What follows belongs to an exercise in optimizing a design on an open flow for small area, a short achievable clock period and few clock cycles per item; a production flow would make more cautious choices.
In this exercise RTL edits were held to simulation tests only and were not proved equivalent to the original.
No activity file was given, so power comes from the tool's default toggle rates.

## run 1
// conv_requant_packer
module conv_requant_packer #(
  parameter int DATA_WIDTH = 8,
  parameter int ACC_WIDTH  = 32,
  parameter int BUS_WIDTH  = 128,
  parameter int ADDR_WIDTH = 18
) (
  input  logic                  clk,
  input  logic                  rst,
  input  logic                  start,
  input  logic [ADDR_WIDTH-1:0] cfg_base_addr,
  input  logic [15:0]           cfg_scale,
  input  logic [4:0]            cfg_shift,
  input  logic [1:0]            cfg_act_mode,
  input  logic [DATA_WIDTH-1:0] cfg_clip_max,
  output logic                  busy,
  output logic                  done,
  input  logic                  in_valid,
  output logic                  in_ready,
  input  logic [ACC_WIDTH-1:0]  in_acc,
  input  logic [ACC_WIDTH-1:0]  in_bias,
  input  logic                  in_last,
  output logic                  out_valid,
  input  logic                  out_ready,
  output logic [ADDR_WIDTH-1:0] out_addr,
  output logic [BUS_WIDTH-1:0]  out_data,
  output logic                  out_last,
  output logic [15:0]           sat_count
);
==> flow/config.mk <==
export PLATFORM = sky130hd
export DESIGN_NAME = conv_requant_packer
export DESIGN_NICKNAME = conv_requant_packer
export VERILOG_FILES = /design/flow/design.v
export SDC_FILE = /design/flow/constraint.sdc
export NUM_CORES = 4
export LEC_CHECK = 0
export ABC_AREA = 1
export CAP_MARGIN = 20
export CORE_MARGIN = 2
export CORE_UTILIZATION = 40
export CTS_BUF_LIST = sky130_fd_sc_hd__clkbuf_8
export GPL_ROUTABILITY_DRIVEN = 0
export SETUP_SLACK_MARGIN = 3.8
export SLEW_MARGIN = 20
export SYNTH_HIERARCHICAL = 1
export SYNTH_MINIMUM_KEEP_SIZE = 0
==> flow/constraint.sdc <==
create_clock -name core_clock -period 7.5 [get_ports {clk}]
set_input_delay 1.5000 -clock core_clock [delete_from_list [all_inputs] [get_ports {clk}]]
set_output_delay 1.5000 -clock core_clock [all_outputs]
set_load 0.01 [all_outputs]
standard.sh (not shown) runs the stock make flow with config.mk's settings and CLKGATE_MAP_FILE= SYNTH_SCRIPT=/design/flow/synth_recipe.tcl, a recipe that flattens the netlist after the stock synthesis.
==> flow/flow/run.sh <==
#!/bin/bash
set -euo pipefail
export BUFFER_PORTS_ARGS="-buffer_cell sky130_fd_sc_hd__buf_1"
bash standard.sh "BUFFER_PORTS_ARGS=$BUFFER_PORTS_ARGS" finish > flow_make.log 2>&1
In summary, run 1 completed successfully, with a layout that passed the timing, DRC and antenna checks.
Testbench counts of run 1, summed over its fixed seeds: cycles 9,487, items 9,247.
Changes in run 2 relative to run 1:
--- a/flow/config.mk
+++ b/flow/config.mk
@@ -12 +11,0 @@
-export CTS_BUF_LIST = sky130_fd_sc_hd__clkbuf_8
@@ -14 +13 @@
-export SETUP_SLACK_MARGIN = 3.8
+export SETUP_SLACK_MARGIN = 3.9
## What came out
Compared to run 1, run 2 shows a wider setup margin.
input pin to output pin as the category of the most critical setup path was reported by run 1, and flip-flop to flip-flop by run 2.
Diff run 1 -> run 2: sequential share of layout area saw a decrease; maximum frequency saw an increase.
Comparing run 2 and run 1, the lower number of violations reported at the end of detailed-routing iteration 0 was measured on run 1.
On total wire length after detailed routing, the lower figure sits with run 1, not run 2.
> inputs changed (run 2 -> run 3)
==> flow/flow/run.sh <==
#!/bin/bash
set -euo pipefail
export BUFFER_PORTS_ARGS="-buffer_cell sky130_fd_sc_hd__buf_1"
export IO_CONSTRAINTS="$PWD/flow/io.tcl"
bash standard.sh "BUFFER_PORTS_ARGS=$BUFFER_PORTS_ARGS" "IO_CONSTRAINTS=$IO_CONSTRAINTS" finish > flow_make.log 2>&1
==> flow/flow/io.tcl (new file) <==
# Keep the handshake pins together: in_ready and done depend on out_ready
# through one gate each.
set_io_pin_constraint -group -order -pin_names {out_ready in_ready done}
--- a/flow/config.mk
+++ b/flow/config.mk
@@ -13 +13 @@
-export SETUP_SLACK_MARGIN = 3.9
+export SETUP_SLACK_MARGIN = 3.95
==> notes.md <==
- Summary: wire length of the first global-routing pass, run 3 better than run 2
- Sort run 2 and run 3 by clock power asc -> top: run 2
- As far as met2 routing resource usage after global routing is concerned, run 3 and run 2 perform about the same.
- [compare] base=run 2 new=run 3: global-route usage saw a decrease, area added between synthesis and finish now sits higher, critical path data required time climbed 0.03 ns, clock skew barely changed, critical path arrival shows no meaningful change.
- Run 3: smallest hold slack 0.014 ns above run 2
### run 3 -> run 4
==> flow/flow/run.sh <==
#!/bin/bash
set -euo pipefail
export BUFFER_PORTS_ARGS="-buffer_cell sky130_fd_sc_hd__buf_1"
bash standard.sh "BUFFER_PORTS_ARGS=$BUFFER_PORTS_ARGS" finish > flow_make.log 2>&1
--- a/flow/config.mk
+++ b/flow/config.mk
@@ -13 +13 @@
-export SETUP_SLACK_MARGIN = 3.95
+export SETUP_SLACK_MARGIN = 3.8
removed: flow/flow/io.tcl
[summary]
- Run 4 vs run 3: first-iteration DRC count down by a little under 10%
- The final reports for run 4 and run 3 show post-DP HPWL lower in the former.
- Summary of the comparison: register-to-register path setup slack is lower in run 4, relative to run 3.
- Adder-cell share of the synthesized area delta (run 4 -> run 3): insignificant
- Endpoint arrival time on the critical path came out higher on run 4 than on run 3.
- Run 4 against run 3: post-layout instance area saw a decrease; number of gates resized after cts saw a decrease; worst-case headroom to the max-slew limit saw a decrease.
- The capture point of the critical path comes out s2_c_q[24] in one run and s2_c_q[31] in the other, namely in run 4 and run 3 respectively.
- Wire length of the first global-routing pass came out higher on run 4 than on run 3.
- Against run 3, run 4 comes in 17 higher on worst-path maximum fanout.
- Of run 3 and run 4, run 3 shows the higher sum of met2 wire segment lengths after detailed routing, with run 4 below it.

conv_requant_packer, a different RTL version from the one above (not shown whole).
Size in the first run: ~350 flip-flops, about 290 I/O pins, about 29000 sq um of cells after synthesis.
Settings: LEC_CHECK=0, ABC_AREA=1, CAP_MARGIN=20, CORE_MARGIN=2, CORE_UTILIZATION=40, GPL_ROUTABILITY_DRIVEN=0, PLACE_DENSITY=0.75, SETUP_SLACK_MARGIN=3.8, SLEW_MARGIN=20, SYNTH_HIERARCHICAL=1, SYNTH_MINIMUM_KEEP_SIZE=0; clock period 7.5 ns.
==> flow/flow/run.sh <==
#!/bin/bash
set -euo pipefail
export BUFFER_PORTS_ARGS="-buffer_cell sky130_fd_sc_hd__buf_1"
bash standard.sh "BUFFER_PORTS_ARGS=$BUFFER_PORTS_ARGS" finish > flow_make.log 2>&1
The baseline finished with timing, DRC and antenna clean.
Testbench counts at the start, summed over its fixed seeds: cycles 9,487, items 9,247.
Change:
==> flow/run.sh (new file) <==
#!/bin/bash
# synth_recipe.tcl (not shown) runs the flow's synth.tcl, then flattens the netlist and writes it again
# the make line also repeats each setting of config.mk as NAME=value (left out here)
make -C /OpenROAD-flow-scripts/flow DESIGN_CONFIG=/design/flow/config.mk WORK_HOME=/design/flow/orfs CLKGATE_MAP_FILE= SYNTH_SCRIPT=/design/flow/synth_recipe.tcl finish
GPL_ROUTABILITY_DRIVEN = not set   (was 0)
PLACE_DENSITY = not set   (was 0.75)
removed: flow/flow/run.sh
removed: flow/standard.sh
What happened: The new run ran to the end with no violations; cell area climbs by about 7%; cell count barely changes; synthesized cell count stays the same; power climbs by 0.76%; non-clock buffer count climbs by 9.
Change:
==> flow/flow/run.sh (new file) <==
#!/bin/bash
set -euo pipefail
export BUFFER_PORTS_ARGS="-buffer_cell sky130_fd_sc_hd__buf_1"
bash standard.sh "BUFFER_PORTS_ARGS=$BUFFER_PORTS_ARGS" finish > flow_make.log 2>&1
==> flow/standard.sh (new file) <==
#!/bin/bash
# synth_recipe.tcl (not shown) runs the flow's synth.tcl, then flattens the netlist and writes it again
# the make line also repeats each setting of config.mk as NAME=value (left out here)
make -C /OpenROAD-flow-scripts/flow DESIGN_CONFIG=/design/flow/config.mk WORK_HOME=/design/flow/orfs CLKGATE_MAP_FILE= SYNTH_SCRIPT=/design/flow/synth_recipe.tcl "${@:-finish}"
removed: flow/run.sh
Result: Wire length fell by 6.7%. Worst setup slack gets better by 18 ps. Power is lower by 2.6%. Final area is lower by 5.7%. Die area stays the same. Clock skew decreases by 14 ps. Maximum frequency climbs by 0.49%. Combinational power stays flat. Clock-buffer cell count fell by 1. Global-route usage fell by 1.4 points.

conv_requant_packer, a different RTL version from the one above (not shown whole).
Size: ~3900 cells after synthesis, about 340 flip-flops, about 290 I/O pins, ~32000 um2 of cells after synthesis.
Settings: LEC_CHECK=0, ABC_AREA=1, CAP_MARGIN=20, CORE_MARGIN=2, CORE_UTILIZATION=40, SLEW_MARGIN=20; clock period 7.5 ns.
run.sh (not shown) runs the stock make flow with config.mk's settings and CLKGATE_MAP_FILE= SYNTH_SCRIPT=/design/flow/synth_recipe.tcl, a recipe that flattens the netlist after the stock synthesis.
Stock flow here: none of the scripts above is used.
The first run finished clean.
Testbench counts at the start, summed over its fixed seeds: cycles 9,487, items 9,247.
Edit:
- ABC_AREA: 1 -> default
- The changed run completed without violations
- routed wire length rose by about a fifth
- fmax fell by roughly a tenth
- count of clock-buffer cells in the layout rose by 7
- global-route usage rose by 0.81 points
- register-to-register slack degrades by 0.11 ns
- combinational power fell by roughly a tenth
- area after synthesis rose by roughly a tenth
- synthesized cell count rose by roughly a tenth
- cell area rose by roughly a tenth
- worst setup slack degrades by 0.52 ns
- critical path depth rose by 2

## job 3246
conv_requant_packer with an RTL version that a note above also has.
Size in the first run: roughly 3000 cells after synthesis, roughly 290 I/O pins.
clock: 7.5 ns
lec_check: 0
abc_area: 1
cap_margin: 20
core_margin: 2
core_utilization: 40
place_density: 0.75
setup_slack_margin: 3.8
slew_margin: 20
synth_hierarchical: 1
synth_minimum_keep_size: 0
standard.sh (not shown) runs the stock make flow with config.mk's settings and CLKGATE_MAP_FILE= SYNTH_SCRIPT=/design/flow/synth_recipe.tcl, a recipe that flattens the netlist after the stock synthesis.
==> flow/flow/run.sh <==
#!/bin/bash
set -euo pipefail
export BUFFER_PORTS_ARGS="-buffer_cell sky130_fd_sc_hd__buf_1"
bash standard.sh "BUFFER_PORTS_ARGS=$BUFFER_PORTS_ARGS" finish > flow_make.log 2>&1
Testbench counts of job 3246, summed over its fixed seeds: cycles 9,487, items 9,247.
> inputs changed (job 3246 -> job 3211)
# job 3246
export LEC_CHECK = 0
export ABC_AREA = 1
export CAP_MARGIN = 20
export CORE_MARGIN = 2
export CORE_UTILIZATION = 40
export PLACE_DENSITY = 0.75
export SETUP_SLACK_MARGIN = 3.8
export SLEW_MARGIN = 20
export SYNTH_HIERARCHICAL = 1
export SYNTH_MINIMUM_KEEP_SIZE = 0
create_clock -name core_clock -period 7.5 [get_ports {clk}]
# job 3211
export LEC_CHECK = 0
export ABC_AREA = 1
export CAP_MARGIN = 20
export CORE_MARGIN = 2
export CORE_UTILIZATION = 40
export SETUP_SLACK_MARGIN = 3.95
export SLEW_MARGIN = 20
export SYNTH_HIERARCHICAL = 1
export SYNTH_MINIMUM_KEEP_SIZE = 0
create_clock -name core_clock -period 7.5 [get_ports {clk}]
Notes after the runs:
Having completed the whole flow, job 3211 delivered a layout that passed the timing, DRC and antenna checks.
Of job 3211 and job 3246, the lower via density per instance belongs to job 3211.
Run comparison: job 3211 uppermost layer routed met4; job 3246 uppermost layer routed met5
Total power | job 3211 above job 3246
Comparing job 3211 and job 3246, the higher core utilization was measured on job 3211.
Here is what was changed in the inputs of job 667 compared with job 3211.
# job 3211
export LEC_CHECK = 0
export ABC_AREA = 1
export CAP_MARGIN = 20
export CORE_MARGIN = 2
export CORE_UTILIZATION = 40
export SETUP_SLACK_MARGIN = 3.95
export SLEW_MARGIN = 20
export SYNTH_HIERARCHICAL = 1
export SYNTH_MINIMUM_KEEP_SIZE = 0
create_clock -name core_clock -period 7.5 [get_ports {clk}]
# job 667
export LEC_CHECK = 0
export ABC_AREA = 1
export CAP_MARGIN = 20
export CORE_MARGIN = 2
export CORE_UTILIZATION = 40
export GPL_ROUTABILITY_DRIVEN = 0
export SETUP_SLACK_MARGIN = 3.8
export SLEW_MARGIN = 20
export SYNTH_HIERARCHICAL = 1
export SYNTH_MINIMUM_KEEP_SIZE = 0
create_clock -name core_clock -period 7.5 [get_ports {clk}]
### Flow results
- Setup slack: job 667 less than job 3211
- Job 3211 has a higher number of detailed-routing iterations run before antenna repair than job 667.
- Going from job 3211 to job 667, clock buffer count increased by 10 relative to the old numbers; combined global-route utilization of all metal layers decreased by 0.40 points relative to the old numbers; portion of total power attributed to the clock network increased by 1.0 points relative to the old numbers.
- In the tables for job 667 and job 3211, multi-input gate share of total cell area reads higher with job 667.
- Worst hold slack: job 3211 vs job 667 — no meaningful difference
- Job 667 against job 3211; routed length on met1 is down slightly.
Input changes introduced in job 1476 (baseline for comparison: job 667):
# job 667
export LEC_CHECK = 0
export ABC_AREA = 1
export CAP_MARGIN = 20
export CORE_MARGIN = 2
export CORE_UTILIZATION = 40
export GPL_ROUTABILITY_DRIVEN = 0
export SETUP_SLACK_MARGIN = 3.8
export SLEW_MARGIN = 20
export SYNTH_HIERARCHICAL = 1
export SYNTH_MINIMUM_KEEP_SIZE = 0
create_clock -name core_clock -period 7.5 [get_ports {clk}]
# job 1476
export LEC_CHECK = 0
export ABC_AREA = 1
export CAP_MARGIN = 0
export CORE_MARGIN = 2
export CORE_UTILIZATION = 40
export CTS_BUF_LIST = sky130_fd_sc_hd__clkbuf_4 sky130_fd_sc_hd__clkbuf_8
export SETUP_SLACK_MARGIN = 3.8
export SLEW_MARGIN = 0
export SYNTH_HIERARCHICAL = 1
export SYNTH_MINIMUM_KEEP_SIZE = 0
create_clock -name core_clock -period 7.5 [get_ports {clk}]
==> flow/run.sh (new file) <==
#!/bin/bash
# synth_recipe.tcl (not shown) runs the flow's synth.tcl, then flattens the netlist and writes it again
# the make line also repeats each setting of config.mk as NAME=value (left out here)
make -C /OpenROAD-flow-scripts/flow DESIGN_CONFIG=/design/flow/config.mk WORK_HOME=/design/flow/orfs CLKGATE_MAP_FILE= SYNTH_SCRIPT=/design/flow/synth_recipe.tcl finish
removed: flow/flow/run.sh
removed: flow/standard.sh
Results
Comparing job 667 and job 1476, the higher layout-stage area growth over the synthesis result is on job 1476. Relative to job 667, the met1 usage in global routing of job 1476 is higher by 0.62 points. Job 1476 against job 667: relative max-transition margin fell 19 points, cell-internal power fell 150 µW, via total after detailed routing rose 4.0%. Total detailed-routing wirelength, job 667 and job 1476: lower on job 667. [compare] base=job 667 new=job 1476: maximum operating frequency shrank by 0.0028 GHz; maximum VDD drop shrank by about 14%. Taking job 667 over job 1476, the power density of the placed cells ratio works out to 1.06. Going from job 667 to job 1476, combinational share of power rose 1.8 points, critical path depth up 1.

## separate check: timing with driven ports
In the flow no input, the clock included, has a driving cell. The finished layouts below were timed again as built, in two steps.
Step 1: set_driving_cell puts a clkbuf_16 on clk and a buf_2 on each other input, an assumption about the parent block.
Step 2 moves the port delays by t, midway between the first and last clock arrival at a register: inputs arrive t later, outputs are due t later. That takes back most of the time a late clock gives input paths.
Three values: no drivers, after step 1, after step 2; two values: the first two.
| run | t (ns) | setup slack, ns | worst hold slack (ns) | clock arrival spread, ns |
|---|---|---|---|---|
| run 1 | 0.707 | 3.885 / 3.861 / 3.513 | 0.415 / 0.415 / 0.415 | 0.047 / 0.047 |
| run 2 | 0.641 | 3.947 / 3.938 / 3.487 | 0.405 / 0.405 / 0.405 | 0.043 / 0.043 |
| run 3 | 0.633 | 3.985 / 3.966 / 3.624 | 0.418 / 0.418 / 0.418 | 0.050 / 0.049 |
| run 4 | 0.633 | 3.862 / 3.854 / 3.509 | 0.403 / 0.403 / 0.403 | 0.043 / 0.043 |
| the first run of note 2 | 0.645 | 3.827 / 3.810 / 3.424 | 0.442 / 0.442 / 0.442 | 0.026 / 0.026 |
| the second run of note 2 | 0.631 | 3.820 / 3.807 / 3.355 | 0.438 / 0.438 / 0.438 | 0.039 / 0.039 |
| the third run of note 2 | 0.632 | 3.838 / 3.838 / 3.490 | 0.420 / 0.420 / 0.420 | 0.025 / 0.026 |
| the first run of note 3 | 0.638 | 2.427 / 2.427 / 2.236 | 0.426 / 0.426 / 0.426 | 0.044 / 0.044 |
| the second run of note 3 | 0.625 | 1.908 / 1.949 / 1.324 | 0.418 / 0.418 / 0.418 | 0.078 / 0.078 |
| job 3246 | 0.631 | 3.822 / 3.822 / 3.471 | 0.426 / 0.426 / 0.426 | 0.015 / 0.016 |
| job 3211 | 0.628 | 3.870 / 3.870 / 3.562 | 0.419 / 0.419 / 0.419 | 0.031 / 0.030 |
| job 667 | 0.637 | 3.856 / 3.829 / 3.486 | 0.419 / 0.419 / 0.419 | 0.032 / 0.032 |
| job 1476 | 0.724 | 3.818 / 3.807 / 3.204 | 0.426 / 0.426 / 0.426 | 0.040 / 0.040 |
After both steps every run listed still meets setup and hold. The setup slack of job 1476, which loses most, moves by -0.011 ns with the drivers and by -0.614 ns with both steps.
